Context: an optimization exercise on an open-source flow, tuned for a short achievable clock period and few clock cycles per item. The choices shown serve that exercise and are no tape-out recipe. Function was checked by simulation only, so behaviour that the tests miss may differ from the original. Power is estimated from default activity; no workload was simulated.

## config.mk

```make
export PLATFORM = sky130hd
export DESIGN_NAME = mips
export DESIGN_NICKNAME = mips
export VERILOG_FILES = /design/flow/design.v
export SDC_FILE = /design/flow/constraint.sdc
export NUM_CORES = 4
export LEC_CHECK = 0
export ABC_AREA = 1
export CAP_MARGIN = 20
export CELL_PAD_IN_SITES_DETAIL_PLACEMENT = 1
export CELL_PAD_IN_SITES_GLOBAL_PLACEMENT = 2
export CORE_MARGIN = 2
export CORE_UTILIZATION = 40
export GPL_ROUTABILITY_DRIVEN = 1
export GPL_TIMING_DRIVEN = 1
export PLACE_DENSITY = 0.5
export SLEW_MARGIN = 20
```

## constraint.sdc

```tcl
create_clock -name core_clock -period 9.0 [get_ports {clk}]
set_input_delay 1.8000 -clock core_clock [delete_from_list [all_inputs] [get_ports {clk}]]
set_output_delay 1.8000 -clock core_clock [all_outputs]
set_load 0.01 [all_outputs]
```

## design.v

```verilog
`default_nettype none
package mips_decls_p;
   localparam logic [5:0] OP_RTYPE = 6'b000000;
   localparam logic [5:0] OP_J     = 6'b000010;
   localparam logic [5:0] OP_BEQ   = 6'b000100;
   localparam logic [5:0] OP_ADDI  = 6'b001000;
   localparam logic [5:0] OP_LW    = 6'b100011;
   localparam logic [5:0] OP_SW    = 6'b101011;
   localparam logic [5:0] F_ADD = 6'b100000;
   localparam logic [5:0] F_SUB = 6'b100010;
   localparam logic [5:0] F_AND = 6'b100100;
   localparam logic [5:0] F_OR  = 6'b100101;
   localparam logic [5:0] F_SLT = 6'b101010;
endpackage
`default_nettype wire
`timescale 1ns/1ps
`default_nettype none
module add32 #(
   parameter bit SUB = 1'b0
) (
   input  logic [31:0] a,
   input  logic [31:0] b,
   output logic [31:0] s
);
   logic [31:0] bb;
   logic [31:0] p0;
   logic [31:0] t0;
   logic [31:0] g0;
   logic [31:0] hg [0:5];
   logic [31:0] hp [0:5];
   logic [31:0] c;
   always_comb begin
      bb = SUB ? ~b : b;
      p0 = a ^ bb;
      t0 = a | bb;
      g0 = a & bb;
      hg[0] = g0;
      hp[0] = {t0[30:0], 1'b0};
      hg[0][0] = g0[0] | SUB;
      for (int k = 0; k < 5; k++) begin
         for (int i = 0; i < 32; i++) begin
            if (i >= (1 << k)) begin
               hg[k+1][i] = hg[k][i] | (hp[k][i] & hg[k][i - (1 << k)]);
               hp[k+1][i] = hp[k][i] & hp[k][i - (1 << k)];
            end else begin
               hg[k+1][i] = hg[k][i];
               hp[k+1][i] = hp[k][i];
            end
         end
      end
      c = t0 & hg[5];
      s = p0 ^ {c[30:0], SUB};
   end
endmodule
module alu (
   input  logic [31:0] a,
   input  logic [31:0] b,
   input  logic [31:0] imm,
   input  logic        sel_add,
   input  logic        sel_sub,
   input  logic        sel_and,
   input  logic        sel_or,
   input  logic        sel_slt,
   input  logic        sel_imm,
   input  logic        sel_ld,
   input  logic [31:0] ld,
   output logic [31:0] ad,       
   output logic [31:0] y
);
   logic [31:0] sum;
   logic [31:0] dif;
   logic        lt;
   add32 #(.SUB(1'b0)) u_add (.a(a), .b(b),   .s(sum));
   add32 #(.SUB(1'b1)) u_sub (.a(a), .b(b),   .s(dif));
   add32 #(.SUB(1'b0)) u_imm (.a(a), .b(imm), .s(ad));
   assign lt = (a[31] ^ b[31]) ? a[31] : dif[31];
   always_comb begin
      y = ({32{sel_add}} & sum)
        | ({32{sel_sub}} & dif)
        | ({32{sel_and}} & (a & b))
        | ({32{sel_or}}  & (a | b))
        | ({32{sel_imm}} & ad)
        | ({32{sel_ld}}  & ld);
      y[0] = y[0] | (sel_slt & lt);
   end
endmodule
`default_nettype wire
`timescale 1ns/1ps
`default_nettype none
module regfile (
   input  logic        clk,
   input  logic        we,
   input  logic [4:0]  ra1,
   input  logic [4:0]  ra2,
   input  logic [4:0]  wa,
   input  logic [31:0] wd,
   output logic [31:0] rd1,
   output logic [31:0] rd2
);
   logic [31:0] regs [1:31];
   always_ff @(posedge clk) begin
      if (we && (wa != 5'd0))
         regs[wa] <= wd;
   end
   assign rd1 = (ra1 == 5'd0) ? 32'd0 : regs[ra1];
   assign rd2 = (ra2 == 5'd0) ? 32'd0 : regs[ra2];
endmodule
`default_nettype wire
`timescale 1ns/1ps
`default_nettype none
import mips_decls_p::*;
module datapath (
   input  logic [31:0] instr,
   input  logic [9:0]  pc1,       
   output logic [9:0]  npc,       
   output logic [9:0]  alt,       
   output logic        pt         
);
   logic       isj;
   logic       isbeq;
   logic [9:0] tgt;
   assign isj   = ~instr[31] & instr[27];
   assign isbeq = ~instr[31] & instr[28];
   assign tgt   = pc1 + instr[9:0];
   assign pt    = isbeq && (instr[15] || (instr[25:21] == instr[20:16]));
   assign npc   = isj ? instr[9:0] : (pt ? tgt : pc1);
   assign alt   = pt ? pc1 : tgt;
endmodule
`default_nettype wire
`timescale 1ns/1ps
`default_nettype none
import mips_decls_p::*;
module controller (
   input  logic [31:0] ir,
   output logic        wr,         
   output logic [4:0]  dst,
   output logic        ld,
   output logic        st,
   output logic        beq,
   output logic        sel_add,
   output logic        sel_sub,
   output logic        sel_and,
   output logic        sel_or,
   output logic        sel_slt,
   output logic        sel_imm
);
   logic [5:0] op;
   logic [5:0] fn;
   logic       rtype;
   assign op    = ir[31:26];
   assign fn    = ir[5:0];
   assign rtype = ~op[5] & ~op[3] & ~op[2] & ~op[1];
   assign ld    = op[5] & ~op[3];
   assign st    = op[5] & op[3];
   assign beq   = ~op[5] & op[2];
   assign dst     = rtype ? ir[15:11] : ir[20:16];
   assign sel_imm = ~op[5] & op[3];               
   assign wr      = (rtype | sel_imm) && (dst != 5'd0);
   assign sel_add = rtype & ~fn[3] & ~fn[2] & ~fn[1];
   assign sel_sub = rtype & ~fn[3] & fn[1];
   assign sel_and = rtype & fn[2] & ~fn[0];
   assign sel_or  = rtype & fn[2] & fn[0];
   assign sel_slt = rtype & fn[3];
endmodule
`default_nettype wire
`timescale 1ns/1ps
`default_nettype none
module mips (
   input  logic        clk,
   input  logic        rst,
   output logic [31:0] adr,
   output logic [31:0] writedata,
   output logic        memwrite,
   input  logic [31:0] readdata
);
   logic [9:0]  pc;
   logic [9:0]  pc1;
   logic [9:0]  f_npc;
   logic [9:0]  f_alt;
   logic        f_pt;
   logic [9:0]  pc_next;
   logic        f_wr;
   logic [4:0]  f_dst;
   logic        f_ld;
   logic        f_st;
   logic        f_beq;
   logic        f_add;
   logic        f_sub;
   logic        f_and;
   logic        f_or;
   logic        f_slt;
   logic        f_imm_sel;
   logic [4:0]  f_rs;
   logic [4:0]  f_rt;
   logic [31:0] f_imm;
   logic [31:0] rf1;
   logic [31:0] rf2;
   logic [31:0] f_a;
   logic [31:0] f_t;
   logic        x_v;
   logic        x_wr;
   logic [4:0]  x_dst;
   logic        x_ld;
   logic        x_st;
   logic        x_beq;
   logic        x_pt;
   logic [9:0]  x_alt;
   logic        x_add;
   logic        x_sub;
   logic        x_and;
   logic        x_or;
   logic        x_slt;
   logic        x_isel;
   logic [4:0]  x_rs;
   logic [4:0]  x_rt;
   logic [31:0] x_imm;
   logic [31:0] x_a;        
   logic [31:0] x_t;
   logic [31:0] x_ah;       
   logic [31:0] x_th;
   logic        x_rp;       
   logic        x_fa;       
   logic        x_ft;
   logic [31:0] x_ea;
   logic [31:0] x_et;
   logic [31:0] x_y;
   logic [31:0] x_ad;
   logic        x_wen;
   logic        x_mis;
   logic        x_mem;
   logic        m_v;
   logic        m_ld;
   logic [4:0]  m_dst;
   logic        m_wen;
   logic        w_v;
   logic [4:0]  w_dst;
   logic [31:0] w_y;
   assign pc1 = pc + 10'd1;
   datapath u_fetch (
      .instr (readdata),
      .pc1   (pc1),
      .npc   (f_npc),
      .alt   (f_alt),
      .pt    (f_pt)
   );
   assign pc_next = m_v ? pc : (x_mis ? x_alt : f_npc);
   always_ff @(posedge clk) begin
      if (rst)
         pc <= 10'd0;
      else
         pc <= pc_next;
   end
   assign f_rs  = readdata[25:21];
   assign f_rt  = readdata[20:16];
   assign f_imm = {{16{readdata[15]}}, readdata[15:0]};
   controller u_dec (
      .ir      (readdata),
      .wr      (f_wr),
      .dst     (f_dst),
      .ld      (f_ld),
      .st      (f_st),
      .beq     (f_beq),
      .sel_add (f_add),
      .sel_sub (f_sub),
      .sel_and (f_and),
      .sel_or  (f_or),
      .sel_slt (f_slt),
      .sel_imm (f_imm_sel)
   );
   regfile u_rf (
      .clk (clk),
      .we  (w_v),
      .ra1 (f_rs),
      .ra2 (f_rt),
      .wa  (w_dst),
      .wd  (w_y),
      .rd1 (rf1),
      .rd2 (rf2)
   );
   assign f_a = (w_v && (w_dst == f_rs)) ? w_y : rf1;
   assign f_t = (w_v && (w_dst == f_rt)) ? w_y : rf2;
   assign x_ea = x_fa ? w_y : (x_rp ? x_ah : x_a);
   assign x_et = x_ft ? w_y : (x_rp ? x_th : x_t);
   alu u_alu (
      .a       (x_ea),
      .b       (x_et),
      .imm     (x_imm),
      .sel_add (x_add & ~m_v),
      .sel_sub (x_sub & ~m_v),
      .sel_and (x_and & ~m_v),
      .sel_or  (x_or & ~m_v),
      .sel_slt (x_slt & ~m_v),
      .sel_imm (x_isel & ~m_v),
      .sel_ld  (m_v),
      .ld      (readdata),
      .ad      (x_ad),
      .y       (x_y)
   );
   assign x_wen = x_v & x_wr & ~m_v;
   assign x_mis = x_v & x_beq & ((x_ea == x_et) != x_pt);
   assign x_mem = x_v & (x_ld | x_st) & ~m_v;
   always_ff @(posedge clk) begin
      if (rst)
         x_v <= 1'b0;
      else if (!m_v)
         x_v <= ~x_mis;
   end
   always_ff @(posedge clk) begin
      x_a  <= f_a;
      x_t  <= f_t;
      x_rp <= m_v;
      if (m_v) begin
         x_ah <= x_a;
         x_th <= x_t;
      end
   end
   always_ff @(posedge clk) begin
      if (!m_v) begin
         x_wr   <= f_wr;
         x_dst  <= f_dst;
         x_ld   <= f_ld;
         x_st   <= f_st;
         x_beq  <= f_beq;
         x_pt   <= f_pt;
         x_alt  <= f_alt;
         x_add  <= f_add;
         x_sub  <= f_sub;
         x_and  <= f_and;
         x_or   <= f_or;
         x_slt  <= f_slt;
         x_isel <= f_imm_sel;
         x_rs   <= f_rs;
         x_rt   <= f_rt;
         x_imm  <= f_imm;
         x_fa   <= x_wen && (x_dst == f_rs);
         x_ft   <= x_wen && (x_dst == f_rt);
      end else begin
         x_fa   <= m_wen && (m_dst == x_rs);
         x_ft   <= m_wen && (m_dst == x_rt);
      end
   end
   assign m_wen = m_v & m_ld & (m_dst != 5'd0);
   always_ff @(posedge clk) begin
      if (rst)
         w_v <= 1'b0;
      else
         w_v <= x_wen | m_wen;
   end
   always_ff @(posedge clk) begin
      w_dst <= m_v ? m_dst : x_dst;
      w_y   <= x_y;
   end
   always_ff @(posedge clk) begin
      if (rst) begin
         m_v      <= 1'b0;
         memwrite <= 1'b0;
         adr      <= 32'd0;
      end else begin
         m_v      <= x_mem;
         memwrite <= x_mem & x_st;
         adr      <= x_mem ? x_ad : {20'd0, pc_next, 2'b00};
      end
   end
   always_ff @(posedge clk) begin
      writedata <= x_et;
      if (!m_v) begin
         m_ld  <= x_ld;
         m_dst <= x_dst;
      end
   end
endmodule
`default_nettype wire
```

## flow/run.sh

```bash
#!/bin/bash
set -euo pipefail
bash standard.sh SETUP_SLACK_MARGIN=7.0 ADDER_MAP_FILE= finish > standard_make.log 2>&1
```

## standard.sh

```bash
#!/bin/bash
# synth_recipe.tcl (not shown) runs the flow's synth.tcl, then flattens the netlist and writes it again
# the make line also repeats each setting of config.mk as NAME=value (left out here)
make -C /OpenROAD-flow-scripts/flow DESIGN_CONFIG=/design/flow/config.mk WORK_HOME=/design/flow/orfs CLKGATE_MAP_FILE= SYNTH_SCRIPT=/design/flow/synth_recipe.tcl "${@:-finish}"
```

==> results of run 1 <==
## sequential cells by signal (all words and copies together), names as in the netlist, 10 cells and up
signal	flops
adr	32
pc	10
u_rf.regs	992
w_y	32
writedata	32
x_a	32
x_ah	32
x_alt	10
x_imm	16
x_t	32
x_th	32
## cell families after synthesis
logic type	after synthesis	synth area share
DFF	1291	0.555
xor gates and xnor gates	42	0.00552
AOI/OAI and AO/OA	2378	0.199
buffers and inverters	1165	0.0677
and+or+nand+nor	2820	0.173
## timing repair
| action | 4_1_cts | 5_1_grt |
|---|---|---|
| endpoints found under the setup margin | 1309 | 842 |
| gates cloned | 125 | 86 |
| pin swaps | 180 | 306 |
| hold buffers | 0 | 0 |
| setup buffers | 351 | 259 |
| gates resized for setup | 1799 | 935 |
## power breakdown
part	switching, mW	internal, mW
clock network	2.80	3.48
registers	0.337	7.12
logic	3.90	1.90
## stage by stage
step | utilization | total power [mW] | instance area [um2]
floorplan | - | 9.46 | 69600
global route | 0.576 | 19.8 | 95100
detailed placement | 0.428 | 11.0 | 70800
global placement | 0.428 | 11.0 | 70700
CTS | 0.530 | 18.4 | 87600
finish | 0.576 | 19.5 | 95100
## worst min-delay path by stage
stage	endpoint	from	slack, ns	cells after the start
5_1_grt	x_th[10]	x_t[10]	0.46	0
6_report	x_th[10]	x_t[10]	0.44	0
3_5_place_dp	x_th[10]	x_t[10]	0.43	0
2_1_floorplan	x_ah[0]	x_a[0]	0.41	0
4_1_cts	x_th[10]	x_t[10]	0.44	0
3_3_place_gp	x_th[12]	x_t[12]	0.41	0
## cell type report
type	count	area, um2	area share
Sequential cell	1291	37200	0.391
Multi-Input combinational cell	5242	31100	0.326
Timing Repair Buffer	1039	15800	0.166
Clock buffer	218	4290	0.0451
Inverter	681	3110	0.0327
Tap cell	2189	2740	0.0288
Clock inverter	63	559	0.00588
Timing Repair inverter	24	382	0.00401
Antenna cell	21	52.6	0.000552
## metal layers
metal  global-route usage  wire, um  up-vias  part of all wire
met3                0.119     64600     1903              0.15
met5                    0       238        -           0.00055
met1                0.594    156000    36700              0.36
met2                0.651    173000     6290              0.40
met4                0.288     38400       16             0.089
li1                     -         -    28700                 -
## placed cells by master (no fill, tap or decap), types with 284 or more instances in the layout
cell type,synthesis,layout
nor2_1,592,480
o21ai_0,1142,756
nand2_2,21,284
edfxtp_1,1114,1114
inv_1,663,572
nand3_1,488,384
o21ai_1,17,295
buf_4,7,383
a21oi_1,719,600
nand2_1,1607,1186
## worst max-delay path: cells and delay by family, from the launching register on
family                 cells  cell delay, ns
AND/OR/NAND/NOR            8            1.11
buffers and inverters      8            0.89
AO/OA/AOI/OAI              2            0.44
flip-flops                 1            0.37
==> impl_metrics.tcl, run 1 <==
set metrics [dict create \
    critical_path.startpoint "x_fa" \
    endpoint "w_y[21]" \
    fillers 17700 \
    place_congestion 0.964 \
    stdcell_count 10800 \
    dp_slack_ns 3.73 \
    ys_seq_area_frac 0.555 \
    syn_area_mm2 0.0666 \
    rows 149 \
    crit_chain "buf_12 > inv_16 > buf_8 > buf_16 > buf_6 > o21ai_4 > buf_4 > nand2_4 > nand2_4 > inv_1 > a21oi_4 > inv_1 > nand2_2 > nand3_4 > nand2_1 > nand2_1 > nand3_1 > nand4_1" \
    clk_path_buf_depth 3 \
    maxSlewHeadroom 0.507 \
    grt_max_degree 82 \
    cts-root-buf "clkbuf_16" \
    r2r_cells 18 \
    syn_area_per_cell_um2 8.66 \
    vias 73600 \
    holdWs_ns 0.440 \
    clock_latency_ns 0.86 \
    cp.arrival_ns 3.67 \
    synth_most_common_cell "nand2_1" \
    synth_fp_nets 7730 \
    fmax_mhz 315 \
    drtPass1Iterations 8 \
    coreArea_mm2 0.165 \
    power_density_mw_per_mm2 205 \
    cts.htree.levels 4 \
    hpwl_mm 194 \
    synth_top_area_frac 0.502 \
    critPathCaptureType "register" \
    p_leak_nw 37.0 \
    start_kind "register" \
    postSynthCellCount 7696 \
    criticalPathCategory "register to register" \
    vias_per_cell 6.83 \
    drv_cap 0 \
    clock_sinks 1291 \
    cp_max_fo 8 \
    synthFlopType "edfxtp_1" \
    grt_usage 0.450 \
    die_y_um 412 \
    synth_edf_count 1114 \
    io_pins 99 \
    r2r-end "w_y[21]" \
    drv_slew 0 \
    synthArstFlopShare 0 \
    tns_ns 0 \
    fin_crit_ns 3.17 \
    layout_setup_ws_ns 5.83 \
    cts_made_buffers 152 \
    status "timing/DRC/antenna clean" \
    areaGrowthSynthToFinish_pct 42.8 \
    routed_wl_mm 433 \
    die_x_um 412 \
    ys_seq_elements 1291 \
    portBuffers 98 \
    drc 0 \
    ys_top_cells_by_count "nand2_1, o21ai_0, edfxtp_1" \
    hold_path_class "register to register" \
    wl_per_cell_um 40.2 \
    antenna_found_initial 38 \
    cts_tree "yes" \
    cp_slowest_cell "nand4_1" \
    grt.overflow.total 0 \
    clock_skew_ns 0.0620 \
    finalHoldViolations 0 \
    r2r-start "x_fa" \
    rsz0062_at_grt "yes" \
    period_share 0.353 \
    ys_warn_count 9 \
    grt_first_pass_wirelength_mm 532 \
    initial_core_util 0.403 \
    dp.cells 9645 \
    drt-initial-drc-count 12300 \
    grt_pass1_vias 67500 \
    synth_top_area_cell "edfxtp_1" \
    rrSetupSlack_ns 5.83 \
    drive_above_1_share 0.297 \
    cp.required_ns 9.50 \
    worst_slew_pin_slew_ns 0.739 \
    ant_nets 0 \
    slowest_delay_ns 0.53 \
    finalNetCount 8465 \
    yosysUniqueCellTypes 53 \
    clk_pin_slew_ns 0.07 \
    ir_worst_vdd_uv 204 \
    setup_viol 0 \
    synth_area_leaders "edfxtp_1, nand2_1, o21ai_0" \
    die_area_mm2 0.170 \
]
Testbench counts, summed over its fixed seeds: cycles 22,452, instrs 16,759.
==> run 2, diff against run 1 <==
==> flow/run.sh (replaced) <==
#!/bin/bash
set -euo pipefail
bash standard.sh SETUP_SLACK_MARGIN=6.5 ADDER_MAP_FILE= finish > standard_make.log 2>&1
--- a/config.mk
+++ b/config.mk
@@ -10,8 +10,8 @@
 export CELL_PAD_IN_SITES_DETAIL_PLACEMENT = 1
 export CELL_PAD_IN_SITES_GLOBAL_PLACEMENT = 2
 export CORE_MARGIN = 2
-export CORE_UTILIZATION = 40
+export CORE_UTILIZATION = 28
 export GPL_ROUTABILITY_DRIVEN = 1
 export GPL_TIMING_DRIVEN = 1
-export PLACE_DENSITY = 0.5
+export PLACE_DENSITY = 0.45
 export SLEW_MARGIN = 20
==> impl_metrics.tcl, run 2 <==
set metrics [dict create \
    status "timing/DRC/antenna clean" \
    drive_above_1_share 0.340 \
    r2r_cells 24 \
    grt_first_pass_wirelength_mm 591 \
    fin_crit_ns 3.14 \
    tns_ns 0 \
    antenna_found_initial 21 \
    vias 68300 \
    ctsHoldBuffers 0 \
    synth_top_area_cell "edfxtp_1" \
    hpwl_mm 230 \
    drt-initial-drc-count 7191 \
    slowest_delay_ns 0.37 \
    die_y_um 492 \
    clock_skew_ns 0.0497 \
    crit_chain "buf_6" \
    place_congestion 0.876 \
    criticalPathCategory "register to output pin" \
    drtPass1Iterations 5 \
    switching_power_mw 7.57 \
    synth_edf_count 1114 \
    rows 179 \
    ant_nets 0 \
    cp_max_fo 1 \
    cp_slowest_cell "dfxtp_4" \
    io_pins 99 \
    synth_fp_nets 7730 \
    grt.overflow.total 0 \
    clk_path_buf_depth 3 \
    cts_made_buffers 167 \
    coreArea_mm2 0.237 \
    synth_top_area_frac 0.502 \
    die_area_mm2 0.242 \
    switching_share 0.360 \
    critPathCaptureType "output pin" \
    cp.required_ns 7.20 \
    die_x_um 492 \
    cts.htree.levels 4 \
    grt_pass1_vias 66700 \
    grt_usage 0.355 \
    yosysUniqueCellTypes 53 \
    layout_setup_ws_ns 5.86 \
    synth_most_common_cell "nand2_1" \
    fmax_mhz 318 \
    regArea_mm2 0.0371 \
    start_kind "register" \
    clk_pin_slew_ns 0.06 \
    cts-root-buf "clkbuf_16" \
    holdWs_ns 0.432 \
    areaGrowthSynthToFinish_pct 49.0 \
    dp.cells 10600 \
    endpoint "adr[6]" \
    synth_area_leaders "edfxtp_1, nand2_1, o21ai_0" \
    ys_top_cells_by_count "nand2_1, o21ai_0, edfxtp_1" \
    finalHoldViolations 0 \
    power_density_mw_per_mm2 212 \
    ys_warn_count 9 \
    final_cell_mix "edfxtp_1, nand2_1, o21ai_0" \
    rrSetupSlack_ns 6.07 \
    r2r-end "adr[2]" \
    power_frac_seq 0.350 \
    rsz0062_at_grt "yes" \
    clock_sinks 1291 \
    dp_slack_ns 3.50 \
    setup_viol 0 \
    routed_wl_mm 449 \
    period_share 0.349 \
    critical_path.startpoint "adr[6]" \
    cp.arrival_ns 1.34 \
    final_util 0.418 \
    ys_seq_area_frac 0.555 \
    synthFlopType "edfxtp_1" \
    syn_area_mm2 0.0666 \
    top_register "u_rf.regs" \
    largest_reg_flops 992 \
    vias_per_cell 5.77 \
    finalNetCount 8558 \
    crit_family "flip-flops" \
    maxSlewHeadroom 0.404 \
    wl_per_cell_um 37.9 \
    critical_path_buf_inv_count 1 \
    grt_max_degree 66 \
    fillers 25800 \
    portBuffers 98 \
    clock_latency_ns 0.87 \
    drv_cap 0 \
    cts_tree "yes" \
    r2r-start "x_fa" \
    multi_input_area_mm2 0.0335 \
    stdcell_count 11800 \
    clockPowerShare 0.336 \
    p_leak_nw 38.3 \
    syn_area_per_cell_um2 8.66 \
    combPwrFrac 0.314 \
    ys_seq_elements 1291 \
    drv_slew 0 \
    drc 0 \
    ir_worst_vdd_uv 159 \
    worst_slew_pin_slew_ns 0.894 \
    path_depth 1 \
    intPower_mw 13.4 \
    final_common_cell "edfxtp_1" \
    initial_core_util 0.281 \
    hold_path_class "register to register" \
    synthArstFlopShare 0 \
    postSynthCellCount 7696 \
]
## run 2: cell count changes in the layout (fill, tap and decap cells not counted), sizes merged, moves of 2 or more
cell	before	now
buf	923	1047
bufbuf	36	40
bufinv	5	12
clkbuf	283	255
clkinv	64	71
clkinvlp	25	33
diode	21	4
dlygate4sd2	5	3
inv	674	661
## run 2: final cells by class
class,count,area share
multi-input combinational,5243,0.338
timing repair inverter,20,0.00282
antenna,4,0.000101
clock buffer,235,0.0480
timing repair buffer,1120,0.158
tap,3167,0.0399
clock inverter,76,0.00882
sequential,1291,0.374
inverter,681,0.0311
## run 2: cells by family after synthesis
kind of cell,count (synthesis),share of synthesized area
AO/OA/AOI/OAI,2378,0.199
XOR/XNOR,42,0.00552
buffers and inverters,1165,0.0677
flip-flops,1291,0.555
AND/OR/NAND/NOR,2820,0.173
## run 2: power groups by stage
stage / clock [mW] / combinational (mW) / sequential (mW)
global placement: 0 / 3.72 / 7.56
global route: 7.34 / 6.86 / 7.36
finish: 7.06 / 6.59 / 7.36
floorplan: 0 / 1.89 / 7.53
CTS: 7.13 / 5.73 / 7.35
detailed placement: 0 / 3.72 / 7.56
## run 2: what timing repair did
item | CTS | global route
endpoints found under the setup margin | 1175 | 361
pin swaps | 456 | 506
resized for setup | 2469 | 937
setup buffers | 513 | 203
gates cloned | 144 | 18
## run 2: worst min-delay path by stage
stage / from / to / slack (ns) / depth (start not counted)
3_3_place_gp: x_a[12] / x_ah[12] / 0.42 / 0
5_1_grt: x_a[13] / x_ah[13] / 0.46 / 0
4_1_cts: x_a[12] / x_ah[12] / 0.43 / 0
2_1_floorplan: x_a[0] / x_ah[0] / 0.41 / 0
6_report: x_a[12] / x_ah[12] / 0.43 / 0
3_5_place_dp: x_a[12] / x_ah[12] / 0.42 / 0
## run 2: through the flow
stage / total power [mW] / area (um2)
after detailed placement: 11.3 / 71700
after floorplan: 9.42 / 68900
after global routing: 21.6 / 99200
final: 21.0 / 99200
after global placement: 11.3 / 71700
after CTS: 20.2 / 93700
## run 2: metal layers
metal	GRT usage	routed length [um]	share of wire	vias to the layer above
met5	0	16	0.000036	-
met4	0.158	24900	0.055	4
met3	0.0491	29300	0.065	788
met2	0.551	198000	0.44	2839
met1	0.492	196000	0.44	35800
li1	-	-	-	28800
==> run 3, diff against run 2 <==
==> flow/run.sh (replaced) <==
#!/bin/bash
set -euo pipefail
bash standard.sh SETUP_SLACK_MARGIN=7.25 ADDER_MAP_FILE= finish > standard_make.log 2>&1
==> impl_metrics.tcl, run 3 <==
set metrics [dict create \
    status "timing/DRC/antenna clean" \
    hold_end "x_ah[12]" \
    cts_tree "yes" \
    vias 74200 \
    drt-initial-drc-count 9992 \
    maxSlewHeadroom 0.534 \
    final_cell_mix "edfxtp_1, nand2_1, o21ai_0" \
    placed_cell_area_mm2 0.0722 \
    ys_warn_count 9 \
    clock_skew_ns 0.0584 \
    initial_core_util 0.281 \
    period_share 0.347 \
    finalHoldViolations 0 \
    crit_family "flip-flops" \
    ys_top_cells_by_count "nand2_1, o21ai_0, edfxtp_1" \
    post-route-cell-area_mm2 0.111 \
    worst_slew_pin_slew_ns 0.698 \
    antenna_found_initial 51 \
    rrSetupSlack_ns 6.04 \
    cts.htree.levels 4 \
    synth_area_leaders "edfxtp_1, nand2_1, o21ai_0" \
    grt_max_degree 85 \
    crit_chain "buf_6" \
    r2r_cells 18 \
    finalNetCount 9032 \
    p_leak_nw 42.9 \
    yosysUniqueCellTypes 53 \
    rsz0062_at_grt "yes" \
    die_y_um 492 \
    routed_wl_mm 512 \
    grt.overflow.total 0 \
    final_common_cell "edfxtp_1" \
    drv_slew 0 \
    place_congestion 0.886 \
    layout_setup_ws_ns 5.88 \
    ant_nets 0 \
    setup_viol 0 \
    coreArea_mm2 0.237 \
    finalPower_mw 21.5 \
    cts-root-buf "clkbuf_16" \
    portBuffers 98 \
    grt_first_pass_wirelength_mm 642 \
    ys_seq_elements 1291 \
    grt_pass1_vias 69800 \
    syn_area_per_cell_um2 8.66 \
    grt_usage 0.391 \
    r2r-start "x_rp" \
    stdcell_count 12300 \
    areaGrowthSynthToFinish_pct 66.5 \
    cts_made_buffers 167 \
    ys_seq_area_frac 0.555 \
    cp_slowest_cell "dfxtp_2" \
    cp_max_fo 1 \
    wl_per_cell_um 41.5 \
    die_area_mm2 0.242 \
    drv_cap 0 \
    fmax_mhz 320 \
    hold_path_class "register to register" \
    critical_path.startpoint "adr[3]" \
    cp.required_ns 7.20 \
    final_util 0.468 \
    drc 0 \
    dp.cells 10600 \
    rows 179 \
    holdWs_ns 0.479 \
    vias_per_cell 6.02 \
    synth_fp_nets 7730 \
    hold_depth 0 \
    drive_above_1_share 0.412 \
    fin_crit_ns 3.12 \
    critPathCaptureType "output pin" \
    io_pins 99 \
    synth_top_area_cell "edfxtp_1" \
    criticalPathCategory "register to output pin" \
    cp.arrival_ns 1.32 \
    postSynthCellCount 7696 \
    start_kind "register" \
    critical_path_buf_inv_count 1 \
    slowest_delay_ns 0.33 \
    largest_reg_flops 992 \
    synth_edf_count 1114 \
    synthArstFlopShare 0 \
    clk_path_buf_depth 3 \
    fillers 25000 \
    ir_worst_vdd_uv 171 \
    tns_ns 0 \
    power_density_mw_per_mm2 194 \
    syn_area_mm2 0.0666 \
    clk_pin_slew_ns 0.06 \
    die_x_um 492 \
    synthFlopType "edfxtp_1" \
    min_from "x_a[12]" \
    clock_latency_ns 0.90 \
    r2r-end "w_y[21]" \
    hpwl_mm 227 \
    top_register "u_rf.regs" \
    synth_most_common_cell "nand2_1" \
    synth_top_area_frac 0.502 \
    drtPass1Iterations 7 \
    clock_sinks 1291 \
    dp_slack_ns 3.54 \
]
## run 3: cell counts after synthesis
Identical to the previous run, type by type.
## run 3: what timing repair did
action                                  in CTS  in global routing
cloned                                     256                 54
gates resized for setup                   3181               1343
setup buffers                              727                317
pin swaps                                  532                685
hold buffers                                 0                  0
endpoints found under the setup margin    1367               1229
## run 3: logic make-up after synthesis
kind of cell,after synthesis,synth area share
buf+inv,1165,0.0677
compound gates,2378,0.199
simple gates,2820,0.173
xor+xnor,42,0.00552
flops,1291,0.555
## run 3: worst register-to-register path, stage by stage (launching register included)
cell and delay, ns:
dfxtp_4 0.37, buf_12 0.14, buf_16 0.18, inv_16 0.10, nand2_1 0.10, nand3_1 0.15
nand2_2 0.13, buf_4 0.16, nor2_2 0.19, nor2_2 0.10, nand2_1 0.13, nand2_1 0.07
nand2_1 0.15, nand3_2 0.12, nand3_4 0.14, buf_4 0.14, nand3_1 0.06, nand3_1 0.08
nand4_1 0.24
## run 3: cell type report
class                           count  area [um2]  share of cell area
Multi-Input combinational cell   5242       36100               0.325
Timing Repair inverter             22         423             0.00381
Clock buffer                      225        4550              0.0410
Sequential cell                  1291       37200               0.335
Tap cell                         3167        3960              0.0357
Antenna cell                       15        37.5            0.000338
Inverter                          681        3210              0.0289
Timing Repair Buffer             1593       24800               0.224
Clock inverter                     84         708             0.00639
## run 3: how the worst max path moves through the flow
stage,end,slack (ns),depth (start not counted)
final,adr[3],5.88,1
after global routing,adr[3],5.85,1
after CTS,adr[10],5.84,1
after detailed placement,x_t[21],3.54,11
after global placement,x_t[18],3.36,12
after floorplan,x_a[4],5.82,9
## run 3: report_power, final
part	leakage (nW)	internal, mW	total [mW]	switching, mW
clock network	2.57	3.68	6.70	3.02
registers	11.7	7.12	7.41	0.291
logic	28.6	2.67	7.39	4.72
## run 3: metal layers
| layer | global-route usage | wire (um) |
|---|---|---|
| met5 | 0 | 256 |
| met4 | 0.205 | 36000 |
| met3 | 0.0844 | 52100 |
| met2 | 0.583 | 216000 |
| met1 | 0.530 | 208000 |
==> run 4, diff against run 3 <==
--- a/design.v
+++ b/design.v
@@ -89,21 +89,27 @@
 `default_nettype none
 module regfile (
    input  logic        clk,
-   input  logic        we,
+   input  logic [31:1] we,
    input  logic [4:0]  ra1,
    input  logic [4:0]  ra2,
-   input  logic [4:0]  wa,
    input  logic [31:0] wd,
    output logic [31:0] rd1,
    output logic [31:0] rd2
 );
    logic [31:0] regs [1:31];
+   logic [31:0] nxt  [0:31];
+   always_comb begin
+      nxt[0] = 32'd0;
+      for (int i = 1; i < 32; i++)
+         nxt[i] = we[i] ? wd : regs[i];
+   end
    always_ff @(posedge clk) begin
-      if (we && (wa != 5'd0))
-         regs[wa] <= wd;
+      for (int i = 1; i < 32; i++)
+         if (we[i])
+            regs[i] <= wd;
    end
-   assign rd1 = (ra1 == 5'd0) ? 32'd0 : regs[ra1];
-   assign rd2 = (ra2 == 5'd0) ? 32'd0 : regs[ra2];
+   assign rd1 = nxt[ra1];
+   assign rd2 = nxt[ra2];
 endmodule
 `default_nettype wire
 `timescale 1ns/1ps
@@ -232,9 +238,9 @@
    logic        m_ld;
    logic [4:0]  m_dst;
    logic        m_wen;
-   logic        w_v;
-   logic [4:0]  w_dst;
+   logic [31:1] w_sel;      
    logic [31:0] w_y;
+   logic [4:0]  w_nd;
    assign pc1 = pc + 10'd1;
    datapath u_fetch (
       .instr (readdata),
@@ -269,16 +275,15 @@
    );
    regfile u_rf (
       .clk (clk),
-      .we  (w_v),
+      .we  (w_sel),
       .ra1 (f_rs),
       .ra2 (f_rt),
-      .wa  (w_dst),
       .wd  (w_y),
       .rd1 (rf1),
       .rd2 (rf2)
    );
-   assign f_a = (w_v && (w_dst == f_rs)) ? w_y : rf1;
-   assign f_t = (w_v && (w_dst == f_rt)) ? w_y : rf2;
+   assign f_a = rf1;
+   assign f_t = rf2;
    assign x_ea = x_fa ? w_y : (x_rp ? x_ah : x_a);
    assign x_et = x_ft ? w_y : (x_rp ? x_th : x_t);
    alu u_alu (
@@ -340,15 +345,15 @@
       end
    end
    assign m_wen = m_v & m_ld & (m_dst != 5'd0);
+   assign w_nd = m_v ? m_dst : x_dst;
    always_ff @(posedge clk) begin
-      if (rst)
-         w_v <= 1'b0;
-      else
-         w_v <= x_wen | m_wen;
-   end
-   always_ff @(posedge clk) begin
-      w_dst <= m_v ? m_dst : x_dst;
-      w_y   <= x_y;
+      for (int i = 1; i < 32; i++) begin
+         if (rst)
+            w_sel[i] <= 1'b0;
+         else
+            w_sel[i] <= (x_wen | m_wen) && (w_nd == 5'(i));
+      end
+      w_y <= x_y;
    end
    always_ff @(posedge clk) begin
       if (rst) begin
==> flow/run.sh (replaced) <==
#!/bin/bash
set -euo pipefail
bash standard.sh SETUP_SLACK_MARGIN=6.5 ADDER_MAP_FILE= finish > standard_make.log 2>&1
==> impl_metrics.tcl, run 4 <==
set metrics [dict create \
    grt_max_degree 83 \
    final_cell_mix "nand2_1, dfxtp_1, o21ai_0" \
    maxSlewHeadroom 0.237 \
    start_kind "input pin" \
    fillers 26200 \
    clock_sinks 1321 \
    postSynthCellCount 9140 \
    ys_seq_area_frac 0.440 \
    cp_max_fo 17 \
    finalHoldViolations 0 \
    finalNetCount 9982 \
    ys_seq_elements 1321 \
    cp.required_ns 9.57 \
    synth_top_area_cell "dfxtp_1" \
    rows 173 \
    tns_ns 0 \
    cts.htree.levels 4 \
    period_share 0.383 \
    grt_usage 0.377 \
    ir_worst_vdd_uv 200 \
    cp.arrival_ns 4.01 \
    die_y_um 478 \
    regArea_mm2 0.0277 \
    clk_pin_slew_ns 0.06 \
    die_x_um 478 \
    grt_first_pass_wirelength_mm 600 \
    coreArea_mm2 0.223 \
    initial_core_util 0.282 \
    vias_per_cell 5.56 \
    synthFlopType "dfxtp_1" \
    vias 72600 \
    critPathCaptureType "register" \
    areaGrowthSynthToFinish_pct 48.2 \
    cts-root-buf "clkbuf_16" \
    clk_path_buf_depth 3 \
    clock_skew_ns 0.0486 \
    worst_slew_pin_slew_ns 1.13 \
    antenna_found_initial 41 \
    r2r_cells 8 \
    synth_fp_nets 9174 \
    fin_crit_ns 3.45 \
    final_util 0.418 \
    power_density_mw_per_mm2 218 \
    hold_depth 2 \
    synth_most_common_cell "nand2_1" \
    ys_warn_count 11 \
    place_congestion 0.942 \
    criticalPathCategory "input pin to register" \
    drive_above_1_share 0.301 \
    cts_tree "yes" \
    ctsHoldBuffers 0 \
    stdcell_count 13100 \
    grt_pass1_vias 70300 \
    wl_per_cell_um 34.4 \
    final_common_cell "nand2_1" \
    drt-initial-drc-count 6959 \
    largest_reg_flops 992 \
    synth_edf_count 117 \
    yosysUniqueCellTypes 57 \
    routed_wl_mm 449 \
    drv_cap 0 \
    synth_area_leaders "dfxtp_1, nand2_1, o21ai_0" \
    p_leak_nw 40.6 \
    ant_nets 0 \
    grt.overflow.total 0 \
    synthArstFlopShare 0 \
    fmax_mhz 290 \
    drc 0 \
    syn_area_per_cell_um2 6.87 \
    die_area_mm2 0.228 \
    hpwl_mm 300 \
    drtPass1Iterations 6 \
    io_pins 99 \
    drv_slew 0 \
    dp.cells 11900 \
    ys_top_cells_by_count "nand2_1, dfxtp_1, o21ai_0" \
    hold_path_class "register to register" \
    top_register "u_rf.regs" \
    multi_input_area_mm2 0.0400 \
    finalPower_mw 20.3 \
    status "timing/DRC/antenna clean" \
    synth_top_area_frac 0.384 \
    portBuffers 98 \
    rsz0062_at_grt "yes" \
    cts_made_buffers 165 \
    setup_viol 0 \
    syn_area_mm2 0.0628 \
    clock_latency_ns 0.86 \
]
[run 4: cell types whose count changed in the layout (fill, tap and decap cells not counted), moves of 219 or more]
| cell | change |
|---|---|
| nand2_1 | +2246 |
| dfxtp_1 | +1062 |
| edfxtp_1 | -997 |
| a21oi_1 | -397 |
| o21ai_1 | -357 |
| buf_16 | -264 |
| nor2_1 | -219 |
[run 4: path summary, 6_finish.rpt]
check                   start               end  slack, ns
max reg2reg          w_sel[3]           x_t[15]       5.68
max              readdata[17]           x_t[15]       5.55
min reg2reg  u_rf.regs[14][0]  u_rf.regs[14][0]       0.45
min          u_rf.regs[14][0]  u_rf.regs[14][0]       0.45
[run 4: per-layer routing]
layer	track usage	vias up	routed length, um
li1	-	32000	-
met1	0.482	36500	185000
met3	0.0621	945	31900
met5	0	-	95
met2	0.609	3193	204000
met4	0.195	16	29200
[run 4: worst max-delay path, cell delays in order]
cell     delay (ns)
buf_6          0.09
buf_8          0.13
buf_6          0.13
nand2_8        0.11
buf_4          0.12
nor2_1         0.07
nand2_1        0.15
buf_12         0.16
inv_12         0.07
nand2_2        0.09
nand3_4        0.08
nor4_4         0.51
nand4_1        0.45
[run 4: cell type report]
type,instances,share of cell area
diodes,12,0.000323
clock buffers,227,0.0508
clock inverters,68,0.00788
inverters,650,0.0359
multi-input cells,6659,0.430
flip-flops and latches,1321,0.298
well taps,2975,0.0400
repair buffers,1135,0.135
repair inverters,16,0.00242
[run 4: logic make-up (layout without fill, tap and decap cells)]
logic type / after synthesis / in the layout / synth area share
and+or+nand+nor: 4955 / 4958 / 0.319
AOI/OAI and AO/OA: 1655 / 1655 / 0.163
DFF: 1321 / 1321 / 0.440
buffers and inverters: 1163 / 2096 / 0.0717
xor gates and xnor gates: 46 / 46 / 0.00641
other: 0 / 12 / 0
[run 4: power breakdown]
part           total, mW  internal (mW)  switching, mW  leakage (nW)
logic               6.15           1.87           4.27          26.7
clock network       6.89           3.90           2.99          2.70
registers           7.29           6.81          0.480          11.1
[run 4: stage by stage]
stage          instance area, um2  hold WS [ns]  worst slack, ns
2_1_floorplan               64500         0.409             5.78
3_3_place_gp                68300         0.424             1.36
3_5_place_dp                68400         0.431             2.56
4_1_cts                     88700         0.447             5.73
5_1_grt                     93100         0.466             5.65
6_report                    93100         0.445             5.55
[run 4: repair_timing]
action,in CTS,in global routing
resized for setup,2522,646
setup buffers,575,197
pin swaps,495,415
gates cloned,46,6
setup endpoints to repair,275,227
Testbench counts of run 4, summed over its fixed seeds: cycles 22,452, instrs 16,759.

[separate check: timing with driven ports]
The flow's constraints put no driver on any port. The routed layouts listed below were extracted and timed again, unchanged, in two steps. Step 1, drivers: a clkbuf_16 drives clk and a buf_2 each remaining input, both assumed. Step 2 also shifts input and output timing later by t, the mid clock arrival at the registers, as if the neighbouring blocks saw the same clock. Three values: ideal, step 1, step 2; two values: the first two.
run	t (ns)	setup WS [ns]	latest minus earliest clock arrival (ns)
run 1	0.918	5.825 / 5.577 / 4.658	0.062 / 0.063
run 2	0.949	5.856 / 5.731 / 4.782	0.054 / 0.054
run 3	0.963	5.877 / 5.599 / 4.636	0.062 / 0.062
run 4	0.932	5.553 / 5.460 / 4.528	0.048 / 0.049
After both steps every run listed still meets setup and hold. For run 3, which loses most, drivers alone change the setup slack by -0.278 ns; drivers and shift together by -1.241 ns.
